Background: an optimization exercise with open tools, aiming at small area and a short achievable clock period. Do not read the settings as production practice.
Only simulation tests tie the RTL to the original design; equivalence was not proved.
Power is estimated from default activity; no workload was simulated.

### design/flow/flow/run.sh
#!/bin/bash
# Layout flow: the standard ORFS flow (standard synthesis unchanged),
# except that the input and output ports get sky130 buf_4 port buffers
# instead of the delay-cell buffers buffer_ports picks by default.
# make's full output goes to flow_make.log in the work folder; each ORFS
# step also keeps its own log under orfs/logs/.
set -euo pipefail
cd "$(dirname "$0")/.."
export BUFFER_PORTS_ARGS="-buffer_cell sky130_fd_sc_hd__buf_4"
bash standard.sh finish > flow_make.log 2>&1
### design/flow/standard.sh
#!/bin/bash
# synth_recipe.tcl (not shown) runs the flow's synth.tcl, then flattens the netlist and writes it again
# the make line also repeats each setting of config.mk as NAME=value (left out here)
make -C /OpenROAD-flow-scripts/flow DESIGN_CONFIG=/design/flow/config.mk WORK_HOME=/design/flow/orfs CLKGATE_MAP_FILE= SYNTH_SCRIPT=/design/flow/synth_recipe.tcl "${@:-finish}"
### design/flow/config.mk
export PLATFORM = sky130hd
export DESIGN_NAME = osm_txq
export DESIGN_NICKNAME = osm_txq
export VERILOG_FILES = /design/flow/design.v
export SDC_FILE = /design/flow/constraint.sdc
export NUM_CORES = 4
export LEC_CHECK = 0
export CAP_MARGIN = 20
export CORE_MARGIN = 2
export CORE_UTILIZATION = 65
export CTS_CLUSTER_DIAMETER = 60
export CTS_CLUSTER_SIZE = 30
export SETUP_SLACK_MARGIN = 2.9
export SLEW_MARGIN = 20
export SYNTH_HIERARCHICAL = 1
export SYNTH_MEMORY_MAX_BITS = 8192
export TNS_END_PERCENT = 20
### design/flow/constraint.sdc
create_clock -name core_clock -period 5.5 [get_ports {sys_clk}]
set_input_delay 1.1000 -clock core_clock [delete_from_list [all_inputs] [get_ports {sys_clk}]]
set_output_delay 1.1000 -clock core_clock [all_outputs]
set_load 0.01 [all_outputs]
### design/flow/design.v
package osm_txq_pkg;
  localparam int unsigned C_BURST_QW   = 16;
  localparam int unsigned C_RDY_MARGIN = 16;
  localparam int unsigned ENTRY_W      = 66;
  localparam int unsigned DBG_PHASE = 16;
  localparam int unsigned DBG_RDY   = 17;
  localparam int unsigned DBG_OVF   = 18;
  localparam int unsigned DBG_TXV   = 30;
  localparam int unsigned DBG_TXR   = 31;
  typedef struct packed {
    logic        rem;
    logic        last;
    logic [63:0] data;
  } txqEntry_t;
endpackage
module osm_txq_sel8 (
  input  logic [7:0] sel,
  input  logic [7:0] d,
  output logic       y
);
  assign y = |(sel & d);
endmodule
module osm_txq_nor2 (
  input  logic a, b,
  output logic y
);
  assign y = ~(a | b);
endmodule
module osm_txq_nand4 (
  input  logic a, b, c, d,
  output logic y
);
  assign y = ~(a & b & c & d);
endmodule
module osm_txq_sel64 (
  input  logic [63:0] sel,
  input  logic [63:0] d,
  output logic        y
);
  logic [7:0] g;
  logic [3:0] h;
  for (genvar i = 0; i < 8; i++) begin : g_g
    osm_txq_sel8 u_g (.sel(sel[8*i +: 8]), .d(d[8*i +: 8]), .y(g[i]));
  end
  for (genvar i = 0; i < 4; i++) begin : g_h
    osm_txq_nor2 u_h (.a(g[2*i]), .b(g[2*i+1]), .y(h[i]));
  end
  osm_txq_nand4 u_y (.a(h[0]), .b(h[1]), .c(h[2]), .d(h[3]), .y(y));
endmodule
module osm_txq_ao221 (
  input  logic a1, a2, b1, b2, c,
  output logic y
);
  assign y = (a1 & a2) | (b1 & b2) | c;
endmodule
module osm_txq_ao21 (
  input  logic a1, a2, c,
  output logic y
);
  assign y = (a1 & a2) | c;
endmodule
module osm_txq (
  input  logic        sys_clk,
  input  logic        sys_rst,
  input  logic [63:0] npi_data,
  input  logic        npi_valid,
  input  logic        npi_last,
  input  logic        npi_rem,
  output logic        npi_rdy,
  output logic [31:0] tx_data,
  output logic        tx_valid,
  output logic        tx_last,
  input  logic        tx_ready,
  input  logic        tx_flush,
  output logic        txq_ovf,
  output logic [31:0] osm_txq2dbg
);
  logic [6:0]  occQ;
  logic [7:0]  wrHiQ, wrLoQ;
  logic [7:0]  rdHiQ, rdLoQ;
  logic [63:0] headSel;     
  logic [63:0] nextSel;     
  logic        phaseQ, headLastQ, headRemQ;
  logic        ovfQ, npiRdyQ, txValidQ, txLastQ;
  logic [31:0] txDataQ;
  logic        full, occ1, wrEn, xfer, headPair, popSel, popEn;
  logic        inc, dec, wrRem;
  logic [63:0] wrDec, wrRow;
  logic [31:0] headHi;
  logic [33:0] nextLo;
  logic [6:0]  occNxt;
  logic        phaseOut;
  logic        hLastNxt, hRemNxt;
  logic [31:0] dataNxt;
  assign full     = occQ[6];
  assign occ1     = (occQ == 7'd1);
  assign wrEn     = npi_valid & ~full & ~tx_flush;
  assign xfer     = txValidQ & tx_ready;
  assign headPair = headRemQ;    
  assign popSel   = phaseQ | headPair;
  assign popEn    = xfer & popSel & ~tx_flush;
  assign inc      = wrEn & ~popEn;
  assign dec      = popEn & ~wrEn;
  assign wrRem    = npi_last & npi_rem;
  always_comb begin
    for (int i = 0; i < 64; i++) begin
      wrDec[i]   = wrHiQ[i/8] & wrLoQ[i%8];
      headSel[i] = rdHiQ[i/8] & rdLoQ[i%8];
      nextSel[i] = rdHiQ[((i+63)%64)/8] & rdLoQ[(i+63)%8];
    end
  end
  assign wrRow = wrDec & {64{~full}};
  logic [65:0] mem [0:63];
  always_ff @(posedge sys_clk) begin
    for (int i = 0; i < 64; i++) begin
      if (wrRow[i]) begin
        mem[i] <= {wrRem, npi_last, npi_data};
      end
    end
  end
  for (genvar b = 0; b < 32; b++) begin : g_hi
    logic [63:0] col;
    for (genvar i = 0; i < 64; i++) begin : g_c
      assign col[i] = mem[i][32+b];
    end
    osm_txq_sel64 u_sel (.sel(headSel), .d(col), .y(headHi[b]));
  end
  for (genvar b = 0; b < 34; b++) begin : g_lo
    logic [63:0] col;
    for (genvar i = 0; i < 64; i++) begin : g_c
      assign col[i] = (b < 32) ? mem[i][b] : mem[i][b+32];
    end
    osm_txq_sel64 u_sel (.sel(nextSel), .d(col), .y(nextLo[b]));
  end
  always_comb begin
    if (tx_flush) begin
      occNxt = 7'd0;
    end else if (inc) begin
      occNxt = occQ + 7'd1;
    end else if (dec) begin
      occNxt = occQ - 7'd1;
    end else begin
      occNxt = occQ;
    end
  end
  assign phaseOut = xfer ? (~phaseQ & ~headPair) : phaseQ;
  logic        selN, selH, newHead;
  logic [31:0] dataOth;
  logic        lastOth, remOth, txLastOth, txLastNxt;
  assign selN    = xfer & popSel & ~occ1;
  assign selH    = xfer & ~popSel;
  assign newHead = xfer ? (popSel & occ1) : ~txValidQ;
  assign dataOth   = newHead ? npi_data[31:0] : ((xfer | ~txValidQ) ? 32'd0 : txDataQ);
  assign lastOth   = newHead ? npi_last : ((xfer & popSel) ? 1'b0 : headLastQ);
  assign remOth    = newHead ? wrRem    : ((xfer & popSel) ? 1'b0 : headRemQ);
  assign txLastOth = newHead ? wrRem :
                     xfer    ? (~popSel & headLastQ) : txLastQ;
  for (genvar b = 0; b < 32; b++) begin : g_dn
    osm_txq_ao221 u_d (.a1(selN), .a2(nextLo[b]), .b1(selH), .b2(headHi[b]),
                       .c(dataOth[b]), .y(dataNxt[b]));
  end
  osm_txq_ao21 u_hl (.a1(selN), .a2(nextLo[32]), .c(lastOth),   .y(hLastNxt));
  osm_txq_ao21 u_hr (.a1(selN), .a2(nextLo[33]), .c(remOth),    .y(hRemNxt));
  osm_txq_ao21 u_tl (.a1(selN), .a2(nextLo[33]), .c(txLastOth), .y(txLastNxt));
  always_ff @(posedge sys_clk) begin
    headLastQ <= hLastNxt;
    headRemQ  <= hRemNxt;
  end
  always_ff @(posedge sys_clk or posedge sys_rst) begin
    if (sys_rst) begin
      wrHiQ    <= 8'd1;
      wrLoQ    <= 8'd1;
      rdHiQ    <= 8'd1;
      rdLoQ    <= 8'd1;
      occQ     <= 7'd0;
      phaseQ   <= 1'b0;
      ovfQ     <= 1'b0;
      npiRdyQ  <= 1'b0;
      txValidQ <= 1'b0;
      txLastQ  <= 1'b0;
      txDataQ  <= 32'd0;
    end else begin
      if (tx_flush) begin
        wrHiQ <= 8'd1;
        wrLoQ <= 8'd1;
        rdHiQ <= 8'd1;
        rdLoQ <= 8'd1;
      end else begin
        if (wrEn) begin
          wrLoQ <= {wrLoQ[6:0], wrLoQ[7]};
          if (wrLoQ[7]) wrHiQ <= {wrHiQ[6:0], wrHiQ[7]};
        end
        if (popEn) begin
          rdLoQ <= {rdLoQ[6:0], rdLoQ[7]};
          if (rdLoQ[7]) rdHiQ <= {rdHiQ[6:0], rdHiQ[7]};
        end
      end
      occQ     <= occNxt;
      phaseQ   <= phaseOut & ~tx_flush;
      ovfQ     <= ovfQ | (npi_valid & full & ~tx_flush);
      npiRdyQ  <= tx_flush | (inc ? (occQ <= 7'd31) : dec ? (occQ <= 7'd33) : (occQ <= 7'd32));
      txValidQ <= ~tx_flush & (npi_valid & ~full | txValidQ & ~(popEn & occ1));
      txLastQ  <= txLastNxt;
      txDataQ  <= dataNxt;
    end
  end
  always_comb begin
    osm_txq2dbg      = 32'd0;
    osm_txq2dbg[6:0] = occQ;
    osm_txq2dbg[16]  = phaseQ;
    osm_txq2dbg[17]  = npiRdyQ;
    osm_txq2dbg[18]  = ovfQ;
    osm_txq2dbg[30]  = txValidQ;
    osm_txq2dbg[31]  = tx_ready;
  end
  assign npi_rdy  = npiRdyQ;
  assign tx_data  = txDataQ;
  assign tx_valid = txValidQ;
  assign tx_last  = txLastQ;
  assign txq_ovf  = ovfQ;
endmodule
==> results of run 1 <==
==> Yosys stat by module (local to each module, per instance), excerpt <==
module	cells inside	cell area (um2)	flops+latches
osm_txq	4695	131200	4302
osm_txq_ao221	1	10.01	0
osm_txq_nor2	1	3.754	0
osm_txq_ao21	1	7.507	0
osm_txq_nand4	1	6.256	0
osm_txq_sel8	5	36.28	0
==> state kept, by name, indices dropped and copies added, names as in the netlist <==
name,flops
headLastQ,1
wrLoQ,8
txDataQ,32
txLastQ,1
npiRdyQ,1
mem,4224
rdLoQ,8
ovfQ,1
headRemQ,1
txValidQ,1
rdHiQ,8
phaseQ,1
wrHiQ,8
occQ,7
==> tightest hold or removal path, delay by kind of cell <==
family   cells  cell delay (ns)
buf+inv      3             0.73
==> worst paths after layout <==
| path | from | end | slack (ns) |
|---|---|---|---|
| worst max-delay path | occQ[6] | mem[51][65] | 2.57 |
| worst min-delay path | sys_rst | txDataQ[20] | 0.41 |
| worst max register to register | occQ[6] | mem[51][65] | 2.57 |
| worst min register to register | ovfQ | ovfQ | 0.54 |
| max in group asynchronous | sys_rst | occQ[6] | 3.66 |
| min in group core_clock | npi_valid | ovfQ | 0.50 |
==> through the flow <==
stage	setup slack, ns	instance area, um2	util [%]	total power, mW
global placement	1.892	158400	68.12	38.10
detailed placement	1.899	158600	68.18	38.15
global route	2.623	173000	74.40	57.69
finish	2.568	173100	74.42	56.69
CTS	2.672	171400	73.69	56.52
floorplan	2.587	152200	-	37.19
==> logic make-up (layout without fill, tap and decap cells) <==
logic type,count (synthesis),after routing
multiplexers,1,1
flip-flops,4302,4302
other,1,66
buffers and inverters,53,1016
adder cells (fa/ha/maj),4,4
AO/OA/AOI/OAI,2233,2234
XOR/XNOR,2,2
AND/OR/NAND/NOR,1104,1217
==> where the power goes <==
group	switching, mW	internal (mW)	total, mW
logic	1.09	0.259	1.35
registers	0.109	36.1	36.2
clock network	11.1	8.04	19.1
==> final cells by class <==
cell class                      count  area (um2)
Clock inverter                    153        1977
Fill cell                       13456       59480
Timing Repair Buffer              631        6938
Sequential cell                  4302      128900
Tap cell                         3043        3807
Antenna cell                       46       115.1
Multi-Input combinational cell   3478       26000
Inverter                            5       22.52
Clock buffer                      227        5329
==> what timing repair did <==
action | CTS | global route
pin swaps | 235 | 151
endpoints found under the hold margin | 0 | 0
gates cloned | 124 | 20
gates resized for setup | 547 | 191
setup buffers | 215 | 74
endpoints found under the setup margin | 1760 | 941
==> cells in the final DEF, fill, tap and decap left out, types with 6 or more instances in the layout <==
cell type / instances
sky130_fd_sc_hd__buf_6: 59
sky130_fd_sc_hd__bufinv_16: 9
sky130_fd_sc_hd__inv_8: 33
sky130_fd_sc_hd__a22oi_2: 120
sky130_fd_sc_hd__inv_6: 30
sky130_fd_sc_hd__dfrtp_2: 11
sky130_fd_sc_hd__nand4_1: 596
sky130_fd_sc_hd__a22oi_1: 1993
sky130_fd_sc_hd__dfrtp_1: 46
sky130_fd_sc_hd__buf_8: 21
sky130_fd_sc_hd__a21oi_1: 33
sky130_fd_sc_hd__buf_16: 34
sky130_fd_sc_hd__diode_2: 46
sky130_fd_sc_hd__nor2_1: 95
sky130_fd_sc_hd__a22o_1: 32
sky130_fd_sc_hd__nand2_1: 71
sky130_fd_sc_hd__clkinv_8: 32
sky130_fd_sc_hd__buf_12: 70
sky130_fd_sc_hd__buf_4: 432
sky130_fd_sc_hd__clkbuf_16: 214
sky130_fd_sc_hd__nor2b_1: 7
sky130_fd_sc_hd__nor2_2: 55
sky130_fd_sc_hd__edfxtp_1: 4224
sky130_fd_sc_hd__clkinv_2: 7
sky130_fd_sc_hd__conb_1: 20
sky130_fd_sc_hd__clkinv_4: 6
sky130_fd_sc_hd__and2_2: 55
sky130_fd_sc_hd__a221o_1: 33
sky130_fd_sc_hd__inv_12: 16
sky130_fd_sc_hd__dfrtp_4: 15
sky130_fd_sc_hd__clkinvlp_4: 11
sky130_fd_sc_hd__and2_4: 187
sky130_fd_sc_hd__nor2_4: 122
sky130_fd_sc_hd__bufbuf_16: 8
sky130_fd_sc_hd__clkbuf_1: 16
==> layer usage <==
layer | part of all wire, % | global-route usage [%]
met1 | 32 | 59.06
met2 | 44 | 63.81
met3 | 16 | 14.25
met4 | 7.3 | 24.72
met5 | 0.053 | 0
==> results.txt, run 1 <==
Cells and area:
- The net total in the final layout is a little under 9k.
- The proportion of layout cells with a drive suffix above 1 is 17.87%.
- Relative to the synthesized area, the layout overhead comes to 13.79%.
- Once layout is complete, the cells apart from fillers number between 10k and 15k.

CTS:
- Counting every sink on the clock net gives 4302.
- The H-tree was split into 4 levels.
- TritonCTS built the clock tree.
- The CTS buffer count is between 200 and 250.
- For this design, the CTS-stage hold fixing added 0 buffers.
- No sink is reached through more buffers than the 3 on the longest clock path.
- In this run the clock root is driven by a sky130_fd_sc_hd__clkbuf_16.
- The clock latency on the worst-skew pair is just over 0.9 ns.
- After clock tree synthesis, the clock-pin slew on the worst setup and hold paths is about 0.11 ns.

Drt:
- For this block, the via count after detailed routing is around 92k.
- Wires add up to ~530000 um.
- The number of nets still failing antenna checks after routing is 0.
- The number of remaining DRC errors is 0.
- For this block, the initial DRC count from the detailed router was ~18k.
- The iteration count of the initial detailed-routing pass is 6.
- The detailed-route wire length per cell is 44.66 um.
- Dividing the detail-routed via count by the number of cells gives approximately 7.8.

Hold path:
- The tightest min-delay check is of the input port to async pin type.

Worst setup path:
- The worst setup path is captured at a register.
- The buffer and inverter count on the worst path is 4.
- Data arrives at the worst endpoint at about 3.5 ns.
- The count of cells along the worst register-to-register path is 6.
- The cell family contributing the most delay on the critical path is simple AND/OR/NAND/NOR gates.
- The cell with the largest stage delay on the worst path is sky130_fd_sc_hd__and2_2.
- The critical path goes through buf_2 > buf_4 > nor2b_4 > buf_4 > buf_4 > and2_2.
- STA classifies the critical path startpoint as a register.
- The critical setup path kind is register to register.
- The most common cell type on the critical path is sky130_fd_sc_hd__buf_4.
- The data required time of the worst path is 6.01 ns.
- The largest fanout of any net on the critical path is 23.
- The number of logic stages on the critical path including buffering is 6.
- On the worst path, the slowest cell contributes a delay of about 0.84 ns.

Timing:
- The number of endpoints failing setup at the final stage is 0.
- The hold violation total from the final report is 0.
- The total negative slack is 0 ns.
- Setup repair after global routing could not meet its margin everywhere.
- The tightest hold path in the finished design has a slack of between 0.4 and 0.5 ns.
- After layout, the worst path uses roughly 53% of the clock period.
- Clock skew on the completed layout was measured at between 0.03 and 0.04 ns.
- For the pin with the worst max-slew slack, the measured transition is around 1.2 ns.
- Subtracting the final worst setup slack from the clock period gives a little under 3 ns.
- The worst slew margin relative to its limit is between 20% and 30%.
- The final-report max-slew violation count came to 0.
- Timing would allow up to 0.3411 GHz.

Global routing:
- For this run the aggregate overflow at the end of global routing stands at 0.
- Global routing used approximately 44% of the available tracks across all layers.
- Entering global routing, the biggest net connects 67 pins.
- The first global-routing pass estimated roughly 700000 um of wire.
- The number of global-route vias before repair is approximately 84k.
- The number of antenna violations at the first check in global routing came to 57.

Synthesis:
- After synthesis the netlist holds a flip-flop and latch count of 4302.
- By count the netlist is led by sky130_fd_sc_hd__edfxtp_1 (4224), sky130_fd_sc_hd__a22oi_1 (2113), sky130_fd_sc_hd__nand4_1 (596).
- The dominant combinational cell family by area after synthesis is compound AO/OA/AOI/OAI gates.
- Summing the areas of all and, or, nand and nor instances in the mapped netlist gives roughly 4.0% of the synthesized area.
- The synthesized instance count is 7700.
- After synthesis, the cell types taking the most area are sky130_fd_sc_hd__edfxtp_1 (83%), sky130_fd_sc_hd__a22oi_1 (10%), sky130_fd_sc_hd__nand4_1 (2.5%).
- The post-synthesis compound-gate area fraction is 11.06%.
- Summed over its instances, the top area cell type makes up between 80 and 90% of the synthesized netlist area.
- Yosys mapped a number of flops with a built-in enable equal to between 4k and 5k.
- The predominant post-synthesis flop cell is sky130_fd_sc_hd__edfxtp_1.
- Sequential cells were found to cover 84.68% of the synthesized design area.
- The portion of netlist area occupied by mux cells is 0.007404%.
- The largest total area in the synthesized netlist belongs to sky130_fd_sc_hd__edfxtp_1.
- The post-synthesis average cell area is between 15 and 20 um2.
- In this run, distinct cell masters in the synthesized netlist total 49.
- The number of warnings issued by yosys is 8.
- The synthesized netlist occupies a cell area of roughly 150000 um2.
- The async set-reset flop share out of synthesis is under 10%.
- Summing the areas of all xor and xnor instances in the mapped netlist gives less than 1% of the synthesized area.
- The post-synthesis adder-cell area fraction is 0.03291%.
- The most frequent cell after synthesis is sky130_fd_sc_hd__edfxtp_1.

Floorplan:
- The die width is between 400 and 500 um.
- In this run the count of I/O pins placed on the die edge is 139.
- The effective utilization at floorplan is approximately 65%.
- The die height is a little under 500 um.
- The floorplan step defined a core boundary enclosing 232500 um2.
- The die covers around 240000 um2.
- The floorplan has 177 rows.

Place:
- The count of input and output buffers is around 120.
- The global placer's final weighted congestion is between 0.9 and 1.
- Once placement completed, the tool counted placed cells totaling around 11k.
- The half-perimeter wire length after detailed placement is about 270000 um.

Outcome:
- The flow ran to the end and the layout has no timing, DRC or antenna violations.

Job:
- The number of maximum-capacitance violations is 0.

Pwr:
- The areal power density over the cells is around 330 nW/um2.
- The peak ir drop on the vdd network is 0.3956 mV.
- The analysis attributes to cell leakage a power of around 53 nW.
==> inputs of run 2 (changes only) <==
--- a/design/flow/design.v
+++ b/design/flow/design.v
@@ -78,6 +78,8 @@
   logic [6:0]  occQ;
   logic [7:0]  wrHiQ, wrLoQ;
   logic [7:0]  rdHiQ, rdLoQ;
+  logic [63:0] wrRowQ;      
+  logic [7:0]  wrHiNxt, wrLoNxt;
   logic [63:0] headSel;     
   logic [63:0] nextSel;     
   logic        phaseQ, headLastQ, headRemQ;
@@ -85,7 +87,7 @@
   logic [31:0] txDataQ;
   logic        full, occ1, wrEn, xfer, headPair, popSel, popEn;
   logic        inc, dec, wrRem;
-  logic [63:0] wrDec, wrRow;
+  logic [63:0] wrRow;
   logic [31:0] headHi;
   logic [33:0] nextLo;
   logic [6:0]  occNxt;
@@ -104,12 +106,11 @@
   assign wrRem    = npi_last & npi_rem;
   always_comb begin
     for (int i = 0; i < 64; i++) begin
-      wrDec[i]   = wrHiQ[i/8] & wrLoQ[i%8];
       headSel[i] = rdHiQ[i/8] & rdLoQ[i%8];
       nextSel[i] = rdHiQ[((i+63)%64)/8] & rdLoQ[(i+63)%8];
     end
   end
-  assign wrRow = wrDec & {64{~full}};
+  assign wrRow = wrRowQ;
   logic [65:0] mem [0:63];
   always_ff @(posedge sys_clk) begin
     for (int i = 0; i < 64; i++) begin
@@ -166,6 +167,26 @@
     headLastQ <= hLastNxt;
     headRemQ  <= hRemNxt;
   end
+  always_comb begin
+    wrHiNxt = wrHiQ;
+    wrLoNxt = wrLoQ;
+    if (tx_flush) begin
+      wrHiNxt = 8'd1;
+      wrLoNxt = 8'd1;
+    end else if (wrEn) begin
+      wrLoNxt = {wrLoQ[6:0], wrLoQ[7]};
+      if (wrLoQ[7]) wrHiNxt = {wrHiQ[6:0], wrHiQ[7]};
+    end
+  end
+  always_ff @(posedge sys_clk or posedge sys_rst) begin
+    if (sys_rst) begin
+      wrRowQ <= 64'd1;
+    end else begin
+      for (int i = 0; i < 64; i++) begin
+        wrRowQ[i] <= wrHiNxt[i/8] & wrLoNxt[i%8] & ~occNxt[6];
+      end
+    end
+  end
   always_ff @(posedge sys_clk or posedge sys_rst) begin
     if (sys_rst) begin
       wrHiQ    <= 8'd1;
@@ -180,16 +201,12 @@
       txLastQ  <= 1'b0;
       txDataQ  <= 32'd0;
     end else begin
+      wrHiQ <= wrHiNxt;
+      wrLoQ <= wrLoNxt;
       if (tx_flush) begin
-        wrHiQ <= 8'd1;
-        wrLoQ <= 8'd1;
         rdHiQ <= 8'd1;
         rdLoQ <= 8'd1;
       end else begin
-        if (wrEn) begin
-          wrLoQ <= {wrLoQ[6:0], wrLoQ[7]};
-          if (wrLoQ[7]) wrHiQ <= {wrHiQ[6:0], wrHiQ[7]};
-        end
         if (popEn) begin
           rdLoQ <= {rdLoQ[6:0], rdLoQ[7]};
           if (rdLoQ[7]) rdHiQ <= {rdHiQ[6:0], rdHiQ[7]};
==> results.txt, run 2 <==
Outcome:
- The flow ran to the end and the layout has no timing, DRC or antenna violations.

Global routing:
- The remaining global-route overflow is 0.
- Entering global routing, the biggest net connects 127 pins.
- The number of antenna violations at the first check in global routing is 49.
- The number of global-route vias before repair is 82.86k.
- The global-route wire length before repair is between 600000 and 700000 um.
- In the global route stage, overall resource usage came out at around 40%.

Pwr:
- VDD sags by at most about 0.46 mV.
- The analysis attributes to cell leakage a power of around 52 nW.
- Power spread over the standard cell area amounts to between 300 and 400 nW/um2.

Synthesis:
- The most frequent cell after synthesis is sky130_fd_sc_hd__edfxtp_1.
- Yosys attributes the largest share of cell area to sky130_fd_sc_hd__edfxtp_1 (82%), sky130_fd_sc_hd__a22oi_1 (10%), sky130_fd_sc_hd__nand4_1 (2.4%).
- The async set-reset flop share out of synthesis is roughly 3.2%.
- Yosys printed 8 warnings.
- The dominant combinational cell family by area after synthesis is compound AO/OA/AOI/OAI gates.
- Summing the areas of all and, or, nand and nor instances in the mapped netlist gives 3.918% of the synthesized area.
- The synthesized design contains around 4.2k enable-type register cells.
- The total of flip-flops plus latches after synthesis is approximately 4.4k.
- The post-synthesis cell area is between 150000 and 200000 um2.
- By count the netlist is led by sky130_fd_sc_hd__edfxtp_1 (4224), sky130_fd_sc_hd__a22oi_1 (2113), sky130_fd_sc_hd__nand4_1 (594).
- For this run, the register share of the synthesized area comes to between 80% and 90%.
- The post-synthesis average cell area is about 20 um2.
- The synthesized netlist contains 50 unique library cells.
- The xor and xnor fraction of the mapped netlist area is less than 1%.
- Of the total synthesized cell area, the portion taken by full adders, half adders and majority gates is less than 1%.
- The predominant post-synthesis flop cell is sky130_fd_sc_hd__edfxtp_1.
- The area share of the largest cell type after synthesis is between 80% and 90%.
- The cell accounting for the most synthesized area is sky130_fd_sc_hd__edfxtp_1.
- In the synthesized netlist, the number of instances is a little under 8k.
- The post-synthesis compound-gate area fraction is 10.89%.
- In the synthesized netlist, mux cells make up 0.1244% of the area.

Timing:
- At the pin with the least slew margin, the transition time is ~1.2 ns.
- The achievable clock frequency is 0.3461 GHz.
- Setup repair after global routing could not meet its margin everywhere.
- The clock period could shrink to a little under 3 ns.
- The hold violation total from the final report is 0.
- The post-route clock period utilization is 52.53%.
- After routing, the total negative slack on setup checks comes to 0 ns.
- The final-report max-slew violation count is 0.
- The worst clock skew is ~0.044 ns.
- The number of endpoints failing setup at the final stage is 0.
- The worst slew margin relative to its limit is between 20% and 30%.
- Setup slack closes at approximately 2.6 ns.

Worst setup path:
- The critical path goes through and2_4 > buf_12 > a22oi_1 > nand4_1 > nor2_4 > nand4_1 > a221o_1.
- The type of element launching the critical path is a register.
- The worst register-to-register path has a depth of 7.
- The buffer and inverter count on the worst path is 1.
- The worst setup path is captured at a register.
- The worst register-to-register path ends at txDataQ[6].
- The origin of the worst setup path is rdHiQ[2].
- The critical setup path kind is register to register.
- For this run, the slowest stage of the critical path takes just over 0.6 ns.
- The data arrival time at the worst-slack endpoint is ~3.7 ns.
- The largest fanout of any net on the critical path is 44.
- Following the worst setup path forward leads to its endpoint at txDataQ[6].
- For the worst setup path, the data required time is about 6.3 ns.
- The worst reg2reg path startpoint is rdHiQ[2].
- Across all register-to-register paths, the minimum setup slack is between 2 and 3 ns.
- The category of cells accounting for the largest share of critical-path delay is simple AND/OR/NAND/NOR gates.
- By instance count, the cell type seen most on the critical path is sky130_fd_sc_hd__nand4_1.
- The number of logic stages on the critical path including buffering is 7.
- On the critical path, the stage with the largest delay is an instance of sky130_fd_sc_hd__dfrtp_4.

Cells and area:
- The number of flip-flops under the largest register name is 4224.
- The sequential cells in the finished layout cover a total of roughly 130000 um2.
- The largest register by flop count is mem.
- The largest registers in the layout are mem: 4224 flops, wrRowQ: 64 flops, txDataQ: 32 flops.
- The library cell used most frequently in the layout, excluding fill and tap cells, is sky130_fd_sc_hd__edfxtp_1.
- Fill cells in the final layout number 13.98k.
- The area of the multi-input gates is approximately 25000 um2.
- The library cells used most frequently in the layout, excluding fill and tap cells, are sky130_fd_sc_hd__edfxtp_1 (4224), sky130_fd_sc_hd__a22oi_1 (2077), sky130_fd_sc_hd__nand4_1 (594).
- The post-route netlist has between 10% and 20% of its cells at a drive strength greater than 1.
- At the end of the flow, the number of nets in the layout was 8563.
- From synthesis to final layout, the design area changed by 11.74%.

Floorplan:
- In this run the standard cell core region covers between 200000 and 250000 um2.
- The die covers between 200000 and 250000 um2.
- The floorplan has between 150 and 200 rows.
- The initial utilization of the core area, before any placement, comes to 65.41%.
- The floorplan step set the die height to about 490 um.
- The floorplan step set the die width to between 400 and 500 um.
- In this run the count of I/O pins placed on the die edge is approximately 140.

Drt:
- Summed over all layers, the routed wires come to a little over 500000 um.
- The detailed-route wire length per cell is roughly 43 um.
- In this run, the number of DRC markers left after iteration 0 of detailed routing was between 15k and 20k.
- After detailed routing, the number of remaining DRC violations is 0.
- Using the TritonRoute via totals, the vias-per-cell ratio works out to 7.637.
- Across all layers, the routed design uses 90.39k vias.
- Before antenna repair, the detailed router went through 6 iterations.
- In this run the remaining antenna-violating nets after routing total 0.

Job:
- Across the run, the number of max-cap violations was 0.

CTS:
- The clock input transition at the sequential cells of the worst setup and hold paths is ~0.11 ns.
- The clock latency on the worst-skew pair is about 0.93 ns.
- The library cell used as clock root buffer is sky130_fd_sc_hd__clkbuf_16.
- Buffers inserted to repair hold after CTS numbered 0.
- The number of H-tree levels is 4.
- The CTS buffer count is 210.
- CTS saw ~4.4k sinks.
- The worst-case clock buffer depth is 3.
- The clock tree from TritonCTS is yes.

Place:
- Prior to clock tree synthesis, the placed netlist has a worst setup slack of ~1.9 ns.
- The global placer's final weighted congestion is between 0.8 and 0.9.
- The count of input and output buffers is between 100 and 150.
- The wire-length estimate of the detail-placed layout is ~260000 um.

Hold path:
- In this run the worst hold path is classified as input port to async pin.
-- run 2: cell types whose count changed after synthesis, sizes merged, moves of 4 or more --
cell | previous run | this run
and2 | 131 | 66
dfrtp | 72 | 135
nor3b | 1 | 50
nand2 | 71 | 52
mux2 | 1 | 17
a21oi | 33 | 18
inv | 5 | 15
nor3 | 6 | 16
buf | 35 | 44
nor2 | 272 | 281
clkbuf | 13 | 9
-- run 2: how the worst min path moves through the flow --
stage,end,depth (start not counted),start,slack (ns)
2_1_floorplan,rdHiQ[0],2,rdHiQ[0],0.50
3_3_place_gp,ovfQ,1,ovfQ,0.52
3_5_place_dp,ovfQ,1,ovfQ,0.54
4_1_cts,txDataQ[25],2,sys_rst,0.28
5_1_grt,txDataQ[25],2,sys_rst,0.30
6_report,txDataQ[25],2,sys_rst,0.34
-- run 2: kinds of logic after synthesis --
| kind of cell | Yosys count |
|---|---|
| muxes | 17 |
| other | 1 |
| adders and majority gates | 4 |
| AOI/OAI and AO/OA | 2216 |
| and+or+nand+nor | 1088 |
| buffers and inverters | 68 |
| xor gates and xnor gates | 2 |
| DFF | 4366 |
-- run 2: modules after synthesis, one instance, submodules excluded, excerpt --
| module | flip-flops and latches | cells inside |
|---|---|---|
| osm_txq_sel8 | 0 | 5 |
| osm_txq_nand4 | 0 | 1 |
| osm_txq | 4366 | 4757 |
| osm_txq_ao21 | 0 | 1 |
| osm_txq_ao221 | 0 | 1 |
| osm_txq_nor2 | 0 | 1 |
-- run 2: final cells by class --
class	count	area share, %
flip-flops and latches	4366	76.04
multi-input cells	3405	14.43
clock buffers	230	3.199
repair buffers	490	2.857
well taps	3150	2.293
clock inverters	153	1.105
diodes	26	0.03785
inverters	15	0.03494
-- run 2: through the flow --
| step | std cells | power (mW) | area (um2) | hold WS, ns | utilization (%) |
|---|---|---|---|---|---|
| 2_1_floorplan | 7781 | 37.69 | 153900 | 0.4993 | - |
| 3_3_place_gp | 11167 | 38.58 | 160300 | 0.5200 | 68.15 |
| 3_5_place_dp | 11170 | 38.63 | 160300 | 0.5442 | 68.18 |
| 4_1_cts | 11736 | 57.11 | 170400 | 0.2800 | 72.47 |
| 5_1_grt | 11816 | 58.34 | 171900 | 0.3006 | 73.08 |
| 6_report | 11835 | 57.20 | 171900 | 0.3391 | 73.10 |
-- run 2: power by group --
part           internal (mW)  total (mW)  switching, mW  leakage (nW)
combinational          0.241        1.19          0.947          9.14
sequential              36.6        36.8          0.211          39.8
clock                   8.04        19.2           11.2          3.57
total                   44.8        57.2           12.4          52.5
-- run 2: what timing repair did --
item / CTS / global route
gates resized for setup: 304 / 190
pin swaps: 75 / 79
setup buffers: 122 / 61
setup endpoints to repair: 119 / 125
cloned: 61 / 12
-- run 2: metal layers --
layer	part of all wire (%)	up-vias	GRT usage, %	wire [um]
met3	16	1047	11.04	78440
li1	-	35089	-	-
met4	5.2	22	17.49	26080
met1	34	46500	58.43	171800
met2	45	7729	60.67	227000
met5	0.028	-	0	140
==> inputs of run 3 (changes only) <==
--- a/design/flow/design.v
+++ b/design/flow/design.v
@@ -166,6 +166,7 @@
   always_ff @(posedge sys_clk) begin
     headLastQ <= hLastNxt;
     headRemQ  <= hRemNxt;
+    txDataQ   <= dataNxt;
   end
   always_comb begin
     wrHiNxt = wrHiQ;
@@ -199,7 +200,6 @@
       npiRdyQ  <= 1'b0;
       txValidQ <= 1'b0;
       txLastQ  <= 1'b0;
-      txDataQ  <= 32'd0;
     end else begin
       wrHiQ <= wrHiNxt;
       wrLoQ <= wrLoNxt;
@@ -218,7 +218,6 @@
       npiRdyQ  <= tx_flush | (inc ? (occQ <= 7'd31) : dec ? (occQ <= 7'd33) : (occQ <= 7'd32));
       txValidQ <= ~tx_flush & (npi_valid & ~full | txValidQ & ~(popEn & occ1));
       txLastQ  <= txLastNxt;
-      txDataQ  <= dataNxt;
     end
   end
   always_comb begin
--- a/design/flow/config.mk
+++ b/design/flow/config.mk
@@ -9,7 +9,7 @@
 export CORE_MARGIN = 2
 export CORE_UTILIZATION = 65
 export CTS_CLUSTER_DIAMETER = 60
-export CTS_CLUSTER_SIZE = 30
+export CTS_CLUSTER_SIZE = 25
 export SETUP_SLACK_MARGIN = 2.9
 export SLEW_MARGIN = 20
 export SYNTH_HIERARCHICAL = 1
==> results.txt, run 3 <==
CTS:
- TritonCTS created 215 clock buffers.
- In this run the clock root is driven by a sky130_fd_sc_hd__clkbuf_16.
- The number of hold-repair buffers added at the cts stage is 0.
- TritonCTS built the clock tree.
- The number of sinks handled by clock tree synthesis is approximately 4.4k.
- Clock-pin slew was measured on the worst setup and hold paths at 0.10 ns.
- The clock reaches the later pin of the worst-skew pair after 0.92 ns.
- No sink is reached through more buffers than the 3 on the longest clock path.
- In this run the number of H-tree levels came out at 4.

Global routing:
- The largest net degree at the start of global routing is 67.
- The number of global-route vias before repair is 83.36k.
- Global routing used about 42% of the available tracks across all layers.
- Summed over all layers, the global routing overflow is 0.
- The number of antenna violations at the first check in global routing is 52.
- The global-route wire length before repair is ~690000 um.

Synthesis:
- By area, the combinational part of the netlist is dominated by compound AO/OA/AOI/OAI gates.
- By count the netlist is led by sky130_fd_sc_hd__edfxtp_1 (4224), sky130_fd_sc_hd__a22oi_1 (2113), sky130_fd_sc_hd__nand4_1 (594).
- Of the post-synthesis cell area, the dominant cell type holds 82.53%.
- The most frequent cell after synthesis is sky130_fd_sc_hd__edfxtp_1.
- In the synthesized netlist, mux cells make up less than 1% of the area.
- The number of enable-type register cells in the synthesized netlist is approximately 4.2k.
- The post-synthesis cell area is between 150000 and 200000 um2.
- The total of flip-flops plus latches after synthesis is about 4.4k.
- After Yosys synthesis, XOR and XNOR cells account for less than 1% of the synthesized area.
- For this run, the leading register cell type out of synthesis is sky130_fd_sc_hd__edfxtp_1.
- The cell accounting for the most synthesized area is sky130_fd_sc_hd__edfxtp_1.
- The synthesized netlist devotes less than 1% of its cell area to adder and majority cells.
- Synthesis handed over a netlist of ~7.8k instances.
- The post-synthesis average cell area is 19.80 um2.
- The post-synthesis compound-gate area fraction is a little over a tenth.
- The number of distinct standard cells referenced by the synthesized netlist is 50.
- Yosys printed 8 warnings.
- For this run, the register share of the synthesized area comes to a little over four fifths.
- The simple-gate share of the synthesized area is slightly below 4%.
- Ranked by total cell area, the synthesized netlist is headed by sky130_fd_sc_hd__edfxtp_1 (83%), sky130_fd_sc_hd__a22oi_1 (10%), sky130_fd_sc_hd__nand4_1 (2.4%).
- The async set-reset flop share out of synthesis is between 2 and 2.5%.

Timing:
- The final critical path takes up 52.13% of the cycle.
- The total negative slack is 0 ns.
- The routed design could run at a clock period as short as 2.867 ns.
- The worst clock skew is 0.03809 ns.
- The hold violation total from the final report is 0.
- The final-report max-slew violation count is 0.
- Static timing analysis puts the maximum clock frequency at 0.3488 GHz.
- The measured slew at the worst slew-check pin is around 1.2 ns.
- Setup violations remaining at the end of the flow were counted as 0.
- Measured against its own limit, the worst slew margin works out to between 10% and 20%.
- Setup repair after global routing could not meet its margin everywhere.

Floorplan:
- The die height is a little under 500 um.
- roughly 140 I/O pins were placed.
- In this run the horizontal extent of the chip is around 490 um.
- The area of the placeable core is around 240000 um2.
- The floorplan step defined a die boundary enclosing about 240000 um2.
- Once the floorplan was initialized, standard cells occupied about two thirds of the core.
- After floorplanning, the core was divided into approximately 180 placement rows.

Place:
- The instance area at placement is between 150000 and 200000 um2.
- Buffers placed on the I/O ports in this run total around 120.
- After detailed placement, the design holds a cell count of between 10k and 15k.
- The global placer's final weighted congestion is ~0.86.
- The half-perimeter wire length after detailed placement is 277900 um.

Worst setup path:
- Walking the worst path, the cells encountered are and2_4 > buf_12 > a22oi_1 > nand4_1 > nor2_2 > nand4_1 > a221o_1.
- STA puts the critical path data required time at between 6 and 7 ns.
- STA classifies the critical path endpoint as a register.
- For the worst setup path, the data arrival time is between 3 and 4 ns.
- The cell with the largest stage delay on the worst path is sky130_fd_sc_hd__dfrtp_4.
- The largest fanout of any net on the critical path is 31.
- The worst setup path is of the register to register kind.
- The worst setup path is launched from a register.
- The maximum single-stage delay on the critical path is 0.55 ns.
- The cell that appears most often on the critical path is sky130_fd_sc_hd__nand4_1.

Drt:
- The routed layout has between 90k and 100k vias.
- After the first detailed-routing iteration, the DRC count stood at slightly below 20k.
- In the routed layout, each cell is associated on average with a via count of approximately 8.
- The routed design has 544000 um of wire.
- The iteration count of the initial detailed-routing pass is 6.
- The detailed-route wire length per cell is roughly 46 um.
- The number of remaining DRC errors is 0.
- The number of nets still failing antenna checks after routing is 0.

Cells and area:
- Ranked by flip-flop count, first place goes to mem.
- In the final layout, the share of cells above drive strength 1 is around 14%.
- In the layout the commonest cells are sky130_fd_sc_hd__edfxtp_1 (4224), sky130_fd_sc_hd__a22oi_1 (2102), sky130_fd_sc_hd__nand4_1 (594).
- The register with the most flip-flops in the layout has between 4k and 5k of them.
- After the last flow step, the layout net total stands at 8625.
- The library cell used most frequently in the layout, excluding fill and tap cells, is sky130_fd_sc_hd__edfxtp_1.
- The finished layout holds ~12k standard cells, fillers aside.
- In the final layout, the registers with the most flip-flops are mem: 4224 flops, wrRowQ: 64 flops, txDataQ: 32 flops.
- After routing the design area is around 170000 um2.
- The area growth from synthesis to layout is 11.14%.
- The final cell utilization of the core is roughly 73%.

Hold path:
- The classification of the worst-slack hold path is input port to async pin.

Job:
- Max-cap violations in this run came to 0.

Pwr:
- The areal power density over the cells is roughly 330 nW/um2.
- The peak ir drop on the vdd network is around 0.39 mV.
- The analysis attributes to cell leakage a power of 52.16 nW.

Outcome:
- The flow ran to the end and the layout has no timing, DRC or antenna violations.
run 3: cell types whose count changed in the layout (fill, tap and decap cells not counted), moves of 25 or more:
cell	change
sky130_fd_sc_hd__nor2_4	-65
sky130_fd_sc_hd__nor2_2	-36
sky130_fd_sc_hd__clkinv_8	-39
sky130_fd_sc_hd__diode_2	+28
sky130_fd_sc_hd__buf_4	+77
sky130_fd_sc_hd__clkbuf_1	+30
sky130_fd_sc_hd__nor2_1	+101
sky130_fd_sc_hd__a22oi_2	-25
sky130_fd_sc_hd__a22oi_1	+25
run 3: area by class of cell:
| type | instances | area [um2] |
|---|---|---|
| clock buffer | 266 | 5729 |
| timing repair buffer | 543 | 4911 |
| antenna | 54 | 135.1 |
| inverter | 15 | 60.06 |
| multi-input combinational | 3409 | 24110 |
| tap | 3150 | 3941 |
| sequential | 4366 | 130600 |
| fill | 14151 | 64380 |
| clock inverter | 106 | 1349 |
run 3: worst max-delay path: cells and delay by family (launching register included):
family,cells,cell delay [ns]
AO/OA/AOI/OAI,2,0.65
buffers and inverters,1,0.22
flip-flops,1,0.55
AND/OR/NAND/NOR,4,1.19
run 3: final timing paths:
path	from	to	slack, ns	cells after the start
max in group asynchronous	sys_rst	wrRowQ[20]	4.02	3
hold / removal	sys_rst	rdHiQ[5]	0.29	2
hold reg to reg	ovfQ	ovfQ	0.51	1
setup reg to reg	rdHiQ[2]	txDataQ[4]	2.63	7
min in group core_clock	ovfQ	ovfQ	0.51	1
setup / recovery	rdHiQ[2]	txDataQ[4]	2.63	7
run 3: metal layers:
layer  global-route usage (%)  part of all wire [%]  vias up  wire length (um)
met5                        0                 0.059        -               322
met4                    24.88                   7.6       29             41290
met3                    11.81                    17     1692             91200
met2                    60.47                    43     9052            232600
met1                    59.03                    33    47435            178600
li1                         -                     -    35226                 -
run 3: cells by family after synthesis:
group / Yosys count
AOI/OAI and AO/OA: 2216
xor gates and xnor gates: 2
adders and majority gates: 4
buffers and inverters: 68
DFF: 4366
muxes: 17
other: 1
and+or+nand+nor: 1088
run 3: through the flow:
step / hold slack (ns) / setup slack [ns] / total power [mW]
floorplan: 0.4993 / 1.978 / 37.69
global placement: 0.4783 / 1.974 / 38.55
detailed placement: 0.4927 / 1.982 / 38.60
CTS: 0.2853 / 2.483 / 56.79
global route: 0.2962 / 2.736 / 58.01
finish: 0.2926 / 2.633 / 57.02
run 3: power by group:
group	internal, mW	switching [mW]
combinational	0.235	0.936
sequential	36.6	0.191
clock	8.65	10.4
total	45.5	11.6
run 3: Yosys stat by module, one instance, submodules excluded, a selection:
module         cells  flops+latches  copies in the design  area [um2]
osm_txq         4757           4366                     1      132800
osm_txq_ao21       1              0                     3       7.507
osm_txq_sel8       5              0                   528       36.28
osm_txq_nand4      1              0                    66       6.256
osm_txq_ao221      1              0                    32       10.01
osm_txq_nor2       1              0                   264       3.754
run 3: timing repair:
item / 4_1_cts / 5_1_grt
gates cloned: 17 / 50
gates resized for setup: 33 / 207
pin swaps: 13 / 95
setup endpoints to repair: 109 / 122
buffers inserted: 11 / 195
endpoints found under the hold margin: 0 / 0
==> inputs of run 4 (changes only) <==
--- a/design/flow/design.v
+++ b/design/flow/design.v
@@ -77,7 +77,7 @@
 );
   logic [6:0]  occQ;
   logic [7:0]  wrHiQ, wrLoQ;
-  logic [7:0]  rdHiQ, rdLoQ;
+  logic [63:0] headSelQ;    
   logic [63:0] wrRowQ;      
   logic [7:0]  wrHiNxt, wrLoNxt;
   logic [63:0] headSel;     
@@ -104,12 +104,8 @@
   assign inc      = wrEn & ~popEn;
   assign dec      = popEn & ~wrEn;
   assign wrRem    = npi_last & npi_rem;
-  always_comb begin
-    for (int i = 0; i < 64; i++) begin
-      headSel[i] = rdHiQ[i/8] & rdLoQ[i%8];
-      nextSel[i] = rdHiQ[((i+63)%64)/8] & rdLoQ[(i+63)%8];
-    end
-  end
+  assign headSel = headSelQ;
+  assign nextSel = {headSelQ[62:0], headSelQ[63]};
   assign wrRow = wrRowQ;
   logic [65:0] mem [0:63];
   always_ff @(posedge sys_clk) begin
@@ -192,8 +188,7 @@
     if (sys_rst) begin
       wrHiQ    <= 8'd1;
       wrLoQ    <= 8'd1;
-      rdHiQ    <= 8'd1;
-      rdLoQ    <= 8'd1;
+      headSelQ <= 64'd1;
       occQ     <= 7'd0;
       phaseQ   <= 1'b0;
       ovfQ     <= 1'b0;
@@ -203,15 +198,7 @@
     end else begin
       wrHiQ <= wrHiNxt;
       wrLoQ <= wrLoNxt;
-      if (tx_flush) begin
-        rdHiQ <= 8'd1;
-        rdLoQ <= 8'd1;
-      end else begin
-        if (popEn) begin
-          rdLoQ <= {rdLoQ[6:0], rdLoQ[7]};
-          if (rdLoQ[7]) rdHiQ <= {rdHiQ[6:0], rdHiQ[7]};
-        end
-      end
+      headSelQ <= tx_flush ? 64'd1 : popEn ? {headSelQ[62:0], headSelQ[63]} : headSelQ;
       occQ     <= occNxt;
       phaseQ   <= phaseOut & ~tx_flush;
       ovfQ     <= ovfQ | (npi_valid & full & ~tx_flush);
==> results.txt, run 4 <==
Pwr:
- The combinational share of power is 2.0%.
- The areal power density over the cells is between 300 and 400 nW/um2.
- For this design the static power due to leakage is 52.04 nW.
- The switching power as a share of total power is approximately a fifth.
- The worst-case IR drop observed on VDD is between 0.3 and 0.4 mV.
- The cell internal power dissipation is 45.77 mW.
- The net load switching power is 11.57 mW.
- Sequential cells account for around two thirds of the total power.
- Of the total power, the clock network draws between 30% and 40%.

Floorplan:
- The count of pins on the block boundary is about 140.
- The region available for standard cell placement spans 237600 um2.
- The floorplan step set the die height to roughly 500 um.
- The effective utilization at floorplan is 65.25%.
- Measured along the x axis, the die boundary spans 492.4 um.
- The floorplan step defined a die boundary enclosing between 200000 and 250000 um2.
- The row count is between 150 and 200.

Worst setup path:
- The critical setup path kind is register to register.
- Traced cell by cell, the critical path runs through buf_12 > a22oi_1 > nand4_1 > nor2_1 > nand4_1 > a221o_1.
- The worst setup path is launched from a register.
- The data required time of the worst path is approximately 6.3 ns.
- The maximum single-stage delay on the critical path is 0.59 ns.
- STA classifies the critical path endpoint as a register.
- The most common cell type on the critical path is sky130_fd_sc_hd__nand4_1.
- The largest individual stage delay along the critical path comes from the cell sky130_fd_sc_hd__dfrtp_4.
- The data arrival time at the worst-slack endpoint is about 3.7 ns.
- Setup slack on the worst reg-to-reg path comes out at 2.67 ns.
- The worst reg2reg path startpoint is headSelQ[15].
- The buffer and inverter count on the worst path is 1.
- Tracing the worst setup path back leads to its startpoint at headSelQ[15].
- The largest fanout of any net on the critical path is between 60 and 70.
- Broken down by cell family, the worst path's largest delay share belongs to simple AND/OR/NAND/NOR gates.

Cells and area:
- The post-route netlist has a little under an eighth of its cells at a drive strength greater than 1.
- In the layout the commonest cells are sky130_fd_sc_hd__edfxtp_1 (4224), sky130_fd_sc_hd__a22oi_1 (2108), sky130_fd_sc_hd__nand4_1 (594).
- The filler cells instantiated in the layout total around 14k.
- The sequential standard cell area is 132000 um2.
- In the final layout, the registers with the most flip-flops are mem: 4224 flops, headSelQ: 64 flops, wrRowQ: 64 flops.
- The most common cell after layout, fill and taps aside is sky130_fd_sc_hd__edfxtp_1.
- The final cell utilization of the core is between 70 and 80%.
- The finished layout holds roughly 12k standard cells, fillers aside.
- Summing all multi-input logic gate instances after layout gives between 20000 and 25000 um2.
- The net total in the final layout is around 8.6k.
- The finished cells cover 171600 um2.
- mem holds more flip-flops than any other register.
- The register with the most flip-flops in the layout has about 4.2k of them.
- The layout overhead on the synthesized area is 10.64%.

Timing:
- For this run, the top clock speed supported by timing is 0.3539 GHz.
- The post-route clock period utilization is between 50% and 60%.
- Setup repair after global routing could not meet its margin everywhere.
- The worst slew margin relative to its limit is between 10% and 20%.
- The hold violation total from the final report is 0.
- At the pin with the least slew margin, the transition time is 1.228 ns.
- The number of endpoints failing setup at the final stage is 0.
- The total negative slack is 0 ns.
- The minimum clock period is between 2 and 3 ns.
- The clock arrives with around 0.034 ns of skew.
- The final-report max-slew violation count is 0.
- The least setup slack across all paths after layout is 2.674 ns.

CTS:
- The clock tree from TritonCTS is yes.
- The number of sinks handled by clock tree synthesis is roughly 4.4k.
- No sink is reached through more buffers than the 3 on the longest clock path.
- The clock latency on the worst-skew pair is between 0.9 and 1 ns.
- The number of clock buffers added by TritonCTS is roughly 220.
- The clock input transition at the sequential cells of the worst setup and hold paths is 0.10 ns.
- CTS placed an instance of sky130_fd_sc_hd__clkbuf_16 at the clock tree root.
- The number of H-tree levels is 4.
- Buffers inserted to repair hold after CTS numbered 0.

Place:
- The post-place setup slack is about 1.8 ns.
- The count of input and output buffers is approximately 120.
- The global placer's final weighted congestion is 0.8595.
- The placed instances occupy a cell area of 161600 um2.
- The number of placed instances, taps included, is 11.32k.
- Detailed placement finished with a half-perimeter wire length of between 200000 and 300000 um.

Synthesis:
- The synthesized design devotes to its leading area cell type around 82% of total area.
- By area the synthesized netlist is led by sky130_fd_sc_hd__edfxtp_1 (82%), sky130_fd_sc_hd__a22oi_1 (10%), sky130_fd_sc_hd__dfrtp_1 (2.5%).
- The post-synthesis average cell area is around 20 um2.
- The number of enable-type register cells in the synthesized netlist is between 4k and 5k.
- Ranked by instance count, the synthesized netlist is headed by sky130_fd_sc_hd__edfxtp_1 (4224), sky130_fd_sc_hd__a22oi_1 (2113), sky130_fd_sc_hd__nand4_1 (594).
- The share of the yosys chip area belonging to registers is 84.76%.
- Yosys mapped the design onto 47 distinct sky130hd cell types.
- The biggest area contributor in the post-synthesis netlist is sky130_fd_sc_hd__edfxtp_1.
- The async set-reset flop share out of synthesis is ~3.5%.
- The cell area that synthesis handed to floorplanning was ~160000 um2.
- During synthesis, Yosys emitted a total of 8 warnings.
- The predominant post-synthesis flop cell is sky130_fd_sc_hd__edfxtp_1.
- The most frequent cell after synthesis is sky130_fd_sc_hd__edfxtp_1.
- The synthesized instance count is 7907.
- The total of flip-flops plus latches after synthesis is around 4.4k.

Drt:
- The total length of routed wires is approximately 530000 um.
- The first detailed-routing pass ran for 6 iterations.
- In this run, the number of DRC markers left after iteration 0 of detailed routing was roughly 18k.
- Once detail routing completed, the nets flagged for antenna violations numbered 0.
- For this run, design rule violations remaining after detail routing come to 0.
- The detailed-route wire length per cell is roughly 45 um.
- Using the TritonRoute via totals, the vias-per-cell ratio works out to 7.807.
- The total vias in the final route is roughly 93k.

Outcome:
- The flow ran to the end and the layout has no timing, DRC or antenna violations.

Global routing:
- The total track usage is between 40% and 50%.
- Global routing finished with a remaining overflow of 0.
- The number of antenna violations at the first check in global routing was 38.
- The number of global-route vias before repair came to approximately 85k.
- Entering global routing, the biggest net connects between 150 and 200 pins.
- The first global-routing pass estimated 707400 um of wire.

Hold path:
- The classification of the worst-slack hold path is input port to async pin.

Job:
- The number of maximum-capacitance violations is 0.
[run 4: changes by cell type in the layout (fill, tap and decap cells not counted), sizes merged, moves of 3 or more]
cell,before,now
clkbuf,271,288
diode,54,18
and2,127,2
a21oi,18,67
bufinv,23,16
clkinvlp,18,15
nand2,52,148
buf,538,470
dfrtp,103,152
clkinv,37,43
[run 4: cell families (layout without fill, tap and decap cells)]
logic type	Yosys count	after routing	share of synthesized area, %
AOI/OAI and AO/OA	2264	2265	10.93
other	1	38	0.002418
buffers and inverters	86	873	0.2856
DFF	4414	4414	84.76
and+or+nand+nor	1120	1120	3.855
muxes	17	17	0.1235
adders and majority gates	4	4	0.03228
xor gates and xnor gates	1	1	0.005649
[run 4: what timing repair did]
action	4_1_cts	5_1_grt
gates cloned	1	0
resized for setup	100	48
pin swaps	8	10
setup buffers	88	88
setup endpoints to repair	145	133
[run 4: cell type report]
cell class	instances	share of cell area [%]
clock buffer	286	3.504
antenna	18	0.02625
inverter	15	0.03501
timing repair buffer	472	2.868
tap	3167	2.310
sequential	4414	76.92
multi-input combinational	3427	13.67
clock inverter	100	0.6615
[run 4: power groups by stage]
| stage | Sequential, mW | Clock (mW) | Combinational (mW) |
|---|---|---|---|
| floorplan | 37.8 | 0 | 0.256 |
| global placement | 37.9 | 0 | 1.05 |
| detailed placement | 37.9 | 0 | 1.09 |
| CTS | 37.1 | 19.0 | 1.10 |
| global route | 37.1 | 20.2 | 1.20 |
| finish | 37.1 | 19.1 | 1.15 |
[run 4: per-module statistics from Yosys (local to each module, per instance), a selection]
module / cell area [um2] / copies in the design / cells
osm_txq_nand4: 6.256 / 66 / 1
osm_txq: 134200 / 1 / 4902
osm_txq_ao221: 10.01 / 32 / 1
osm_txq_nor2: 3.754 / 264 / 1
osm_txq_ao21: 7.507 / 3 / 1
osm_txq_sel8: 36.28 / 528 / 5
[run 4: path summary, 6_finish.rpt]
kind                                end  cells after the start
hold / removal             headSelQ[37]                      2
hold reg to reg                    ovfQ                      1
setup reg to reg            txDataQ[25]                      6
max in group asynchronous   headSelQ[3]                      3
setup / recovery            txDataQ[25]                      6
min in group core_clock            ovfQ                      2
[run 4: per-stage QoR]
stage / hold slack [ns] / power [mW]
final: 0.1509 / 57.34
after CTS: 0.08750 / 57.24
after floorplan: 0.5317 / 38.03
after global routing: 0.1241 / 58.47
after detailed placement: 0.5286 / 38.96
after global placement: 0.5219 / 38.91
[run 4: per-layer routing]
layer	track usage [%]	share of wire [%]
met2	62.89	44
met5	0	0.032
met4	24.46	7.1
met1	59.69	33
met3	12.65	16
==> inputs of run 5 (changes only) <==
--- a/design/flow/config.mk
+++ b/design/flow/config.mk
@@ -14,4 +14,4 @@
 export SLEW_MARGIN = 20
 export SYNTH_HIERARCHICAL = 1
 export SYNTH_MEMORY_MAX_BITS = 8192
-export TNS_END_PERCENT = 20
+export TNS_END_PERCENT = 5
==> results.txt, run 5 <==
Floorplan:
- The effective utilization at floorplan is between 60% and 70%.
- The die footprint is ~240000 um2.
- The area of the placeable core is roughly 240000 um2.
- The count of pins on the block boundary is between 100 and 150.
- The die width is a little under 500 um.
- From bottom edge to top edge, the die measures between 400 and 500 um.
- In this run the core area contains 179 standard-cell rows.

Synthesis:
- The share of the yosys chip area belonging to registers is between 80% and 90%.
- After synthesis, the most frequently instantiated cells are sky130_fd_sc_hd__edfxtp_1 (4224), sky130_fd_sc_hd__a22oi_1 (2113), sky130_fd_sc_hd__nand4_1 (594).
- The number of enable-type register cells in the synthesized netlist is 4224.
- The total of flip-flops plus latches after synthesis is about 4.4k.
- The number of distinct standard cells referenced by the synthesized netlist is 47.
- In the synthesized netlist the dominant register cell turns out to be sky130_fd_sc_hd__edfxtp_1.
- For this run, asynchronously set or reset flops after synthesis account for under 10%.
- In this run the mean area of a mapped cell was about 20 um2.
- Synthesis handed over a netlist of approximately 7.9k instances.
- The cell accounting for the most synthesized area is sky130_fd_sc_hd__edfxtp_1.
- The most frequent cell after synthesis is sky130_fd_sc_hd__edfxtp_1.
- The number of warnings issued by yosys is 8.
- The post-synthesis cell area is 155100 um2.
- Ranked by total cell area, the synthesized netlist is headed by sky130_fd_sc_hd__edfxtp_1 (82%), sky130_fd_sc_hd__a22oi_1 (10%), sky130_fd_sc_hd__dfrtp_1 (2.5%).
- The area share of the largest cell type after synthesis is 81.80%.

Place:
- The count of input and output buffers is between 100 and 150.
- The half-perimeter wire length after detailed placement is roughly 280000 um.
- The global placer's final weighted congestion is 0.8595.

Pwr:
- The net load switching power is around 12 mW.
- The peak ir drop on the vdd network is ~0.38 mV.
- Summing internal, switching and leakage power gives ~57 mW.
- The combinational share of power is about 2.0%.
- The clock network burns between 30% and 40% of the power.
- The share of total power dissipated in sequential elements is between 60% and 70%.
- Power spread over the standard cell area amounts to roughly 340 nW/um2.
- Net switching is around 20% of the power.
- The cell internal power dissipation is approximately 46 mW.
- The leakage power summed over all cells is a little over 50 nW.

Drt:
- The detail route stage leaves a number of antenna-violating nets equal to 0.
- The detailed-route wire length per cell is 44.34 um.
- The number of DRC markers in iteration 0 is between 15k and 20k.
- The total length of routed wires is between 500000 and 600000 um.
- The iteration count of the initial detailed-routing pass is 7.
- In the routed design, unresolved DRC markers number 0.
- The number of vias per cell is ~7.8.
- Summing over every cut layer, the via total after detailed routing is about 90k.

Cells and area:
- The most common cell after layout, fill and taps aside is sky130_fd_sc_hd__edfxtp_1.
- The largest registers in the layout are mem: 4224 flops, headSelQ: 64 flops, wrRowQ: 64 flops.
- The final cell utilization of the core is approximately 72%.
- The proportion of layout cells with a drive suffix above 1 is between 10 and 15%.
- The net total in the final layout is approximately 8.5k.
- The layout overhead on the synthesized area is 10.06%.
- The register with the most flip-flops in the final layout is mem.
- The number of flip-flops under the largest register name is about 4.2k.
- In the layout the commonest cells are sky130_fd_sc_hd__edfxtp_1 (4224), sky130_fd_sc_hd__a22oi_1 (2111), sky130_fd_sc_hd__nand4_1 (594).

Timing:
- The final-report max-slew violation count came to 0.
- The hold violation total from the final report is 0.
- The worst slew margin relative to its limit is 18.15%.
- The worst hold slack is ~0.14 ns.
- Based on the critical path, the design can be clocked at up to ~0.35 GHz.
- The worst clock skew is roughly 0.043 ns.
- Setup repair after global routing could not meet its margin everywhere.
- Setup violations remaining at the end of the flow were counted as 0.
- The worst path in the final design needs a cycle of approximately 2.8 ns, including I/O delays and setup.
- The measured slew at the worst slew-check pin is 1.228 ns.
- The final critical path takes up between 50% and 60% of the cycle.
- The total negative slack is 0 ns.

CTS:
- The CTS buffer count is about 220.
- The clock tree from TritonCTS is yes.
- The clock latency on the worst-skew pair is 0.94 ns.
- The clock input transition at the sequential cells of the worst setup and hold paths is 0.10 ns.
- The number of sinks handled by clock tree synthesis is between 4k and 5k.
- The library cell used as clock root buffer is sky130_fd_sc_hd__clkbuf_16.
- The number of hold buffers added after CTS was 0.
- The worst-case clock buffer depth is 3.
- The number of H-tree levels is 4.

Global routing:
- Global routing used about 43% of the available tracks.
- The total overflow left after global routing is 0.
- The number of global-route vias before repair is 85.31k.
- The number of antenna violations at the first check in global routing is 31.
- The global-route wire length before repair is ~700000 um.
- Entering global routing, the biggest net connects between 150 and 200 pins.

Worst setup path:
- The critical path goes through buf_6 > a22oi_1 > nand4_1 > nor2_1 > nand4_1 > a221o_1.
- The worst setup path is launched from a register.
- The setup check on the worst reg-to-reg path leaves a slack of between 2 and 3 ns.
- The largest fanout of any net on the critical path is 33.
- STA puts the critical path data required time at about 6.3 ns.
- The count of cells along the worst register-to-register path is 6.
- The kind of end point of the critical path is a register.
- STA puts the critical path data arrival time at between 3 and 4 ns.
- The cell with the largest stage delay on the worst path is sky130_fd_sc_hd__dfrtp_4.
- The maximum single-stage delay on the critical path is around 0.75 ns.
- The most numerous cell type found on the critical path is sky130_fd_sc_hd__nand4_1.
- The setup path with the least slack is of type register to register.
- The startpoint identified for the worst register-to-register timing path is headSelQ[28].
- The endpoint of the lowest-slack register-to-register path is txDataQ[25].

Hold path:
- The classification of the worst-slack hold path is input port to async pin.

Outcome:
- The flow ran to the end and the layout has no timing, DRC or antenna violations.

Job:
- The number of maximum-capacitance violations is 0.
run 5: cell counts after synthesis:
No cell type changed its count.
run 5: how the worst max path moves through the flow:
| stage | startpoint | to | slack, ns | cells past startpoint |
|---|---|---|---|---|
| 4_1_cts | txDataQ[13] | tx_data[13] | 2.74 | 1 |
| 6_report | headSelQ[28] | txDataQ[25] | 2.68 | 6 |
| 5_1_grt | headSelQ[29] | txDataQ[30] | 2.77 | 6 |
| 3_3_place_gp | tx_ready | txLastQ | 1.41 | 6 |
| 3_5_place_dp | tx_ready | txDataQ[13] | 1.77 | 6 |
| 2_1_floorplan | sys_rst | headSelQ[10] | 2.43 | 1 |
run 5: per-module statistics from Yosys (local to each module, per instance), excerpt:
| module | cells inside | times used |
|---|---|---|
| osm_txq | 4902 | 1 |
| osm_txq_ao21 | 1 | 3 |
| osm_txq_ao221 | 1 | 32 |
| osm_txq_nand4 | 1 | 66 |
| osm_txq_nor2 | 1 | 264 |
| osm_txq_sel8 | 5 | 528 |
run 5: critical path: cells and delay by family (launching register included):
family                 cells  cell delay, ns
AND/OR/NAND/NOR            3            0.91
buffers and inverters      1            0.38
flip-flops                 1            0.75
AO/OA/AOI/OAI              2            0.65
run 5: cell families after synthesis:
| family | after synthesis | share of synthesized area [%] |
|---|---|---|
| AO/OA/AOI/OAI | 2264 | 10.93 |
| XOR/XNOR | 1 | 0.005649 |
| adder cells (fa/ha/maj) | 4 | 0.03228 |
| buffers and inverters | 86 | 0.2856 |
| flip-flops | 4414 | 84.76 |
| multiplexers | 17 | 0.1235 |
| other | 1 | 0.002418 |
| AND/OR/NAND/NOR | 1120 | 3.855 |
run 5: repair_timing:
action,4_1_cts,5_1_grt
gates cloned,1,0
pin swaps,6,7
setup buffers,68,30
hold endpoints to repair,0,0
resized for setup,85,31
setup endpoints to repair,145,136
run 5: metal layers:
| layer | track usage [%] | part of all wire, % | up-vias |
|---|---|---|---|
| met2 | 62.34 | 44 | 8350 |
| met5 | 0 | 0.036 | - |
| met1 | 58.89 | 33 | 46856 |
| li1 | - | - | 35132 |
| met4 | 23.56 | 7.3 | 28 |
| met3 | 11.94 | 16 | 1592 |
run 5: area by class of cell:
type / count / area [um2]
Sequential cell: 4414 / 132000
Fill cell: 14350 / 66960
Multi-Input combinational cell: 3427 / 23440
Clock buffer: 286 / 6012
Timing Repair Buffer: 394 / 4044
Tap cell: 3167 / 3963
Clock inverter: 100 / 1135
Inverter: 15 / 60.06
Antenna cell: 16 / 40.04
run 5: power by group through the flow:
stage / sequential [mW] / combinational, mW / clock [mW]
4_1_cts: 37.1 / 1.10 / 19.0
6_report: 37.1 / 1.14 / 19.1
2_1_floorplan: 37.8 / 0.256 / 0
5_1_grt: 37.1 / 1.19 / 20.2
3_3_place_gp: 37.9 / 1.05 / 0
3_5_place_dp: 37.9 / 1.09 / 0
run 5: stage by stage:
stage               cell area (um2)  setup WS [ns]  cells
detailed placement           161600          1.770  11316
finish                       170700          2.683  11819
global route                 170600          2.771  11807
global placement             161500          1.414  11314
floorplan                    155100          2.430   7926
CTS                          170100          2.740  11771

## what the ideal ports hide
The results above use ideal ports. As a check the final layouts listed here were re-extracted and re-timed, cells and wires unchanged.
Step 1 assumes that a clkbuf_16 drives the clock port and a buf_2 every other input.
Step 2 times the ports against the registers' clock, not the clock port: input delays grow and output delays shrink by t, the midpoint of the rising clock arrivals with the driver on.
a / b / c = ideal / step 1 / step 2; a / b = the first two.
| run | t (ns) | setup WS [ns] | worst setup path after step 2 | worst register clock-pin slew, ns | pins driven straight from the clock port |
|---|---|---|---|---|---|
| run 1 | 1.002 | 2.568 / 2.568 / 2.133 | input to register | 0.12 / 0.12 | 1 |
| run 2 | 1.006 | 2.611 / 2.550 / 2.032 | input to register | 0.12 / 0.12 | 1 |
| run 3 | 1.003 | 2.633 / 2.633 / 2.209 | input to register | 0.10 / 0.10 | 1 |
| run 4 | 1.019 | 2.674 / 2.656 / 2.151 | input to register | 0.10 / 0.10 | 1 |
| run 5 | 1.022 | 2.683 / 2.659 / 1.928 | input to register | 0.10 / 0.10 | 1 |
After both steps every run listed still meets setup and hold. For run 5, which loses most, drivers alone change the setup slack by -0.024 ns; drivers and shift together by -0.755 ns.
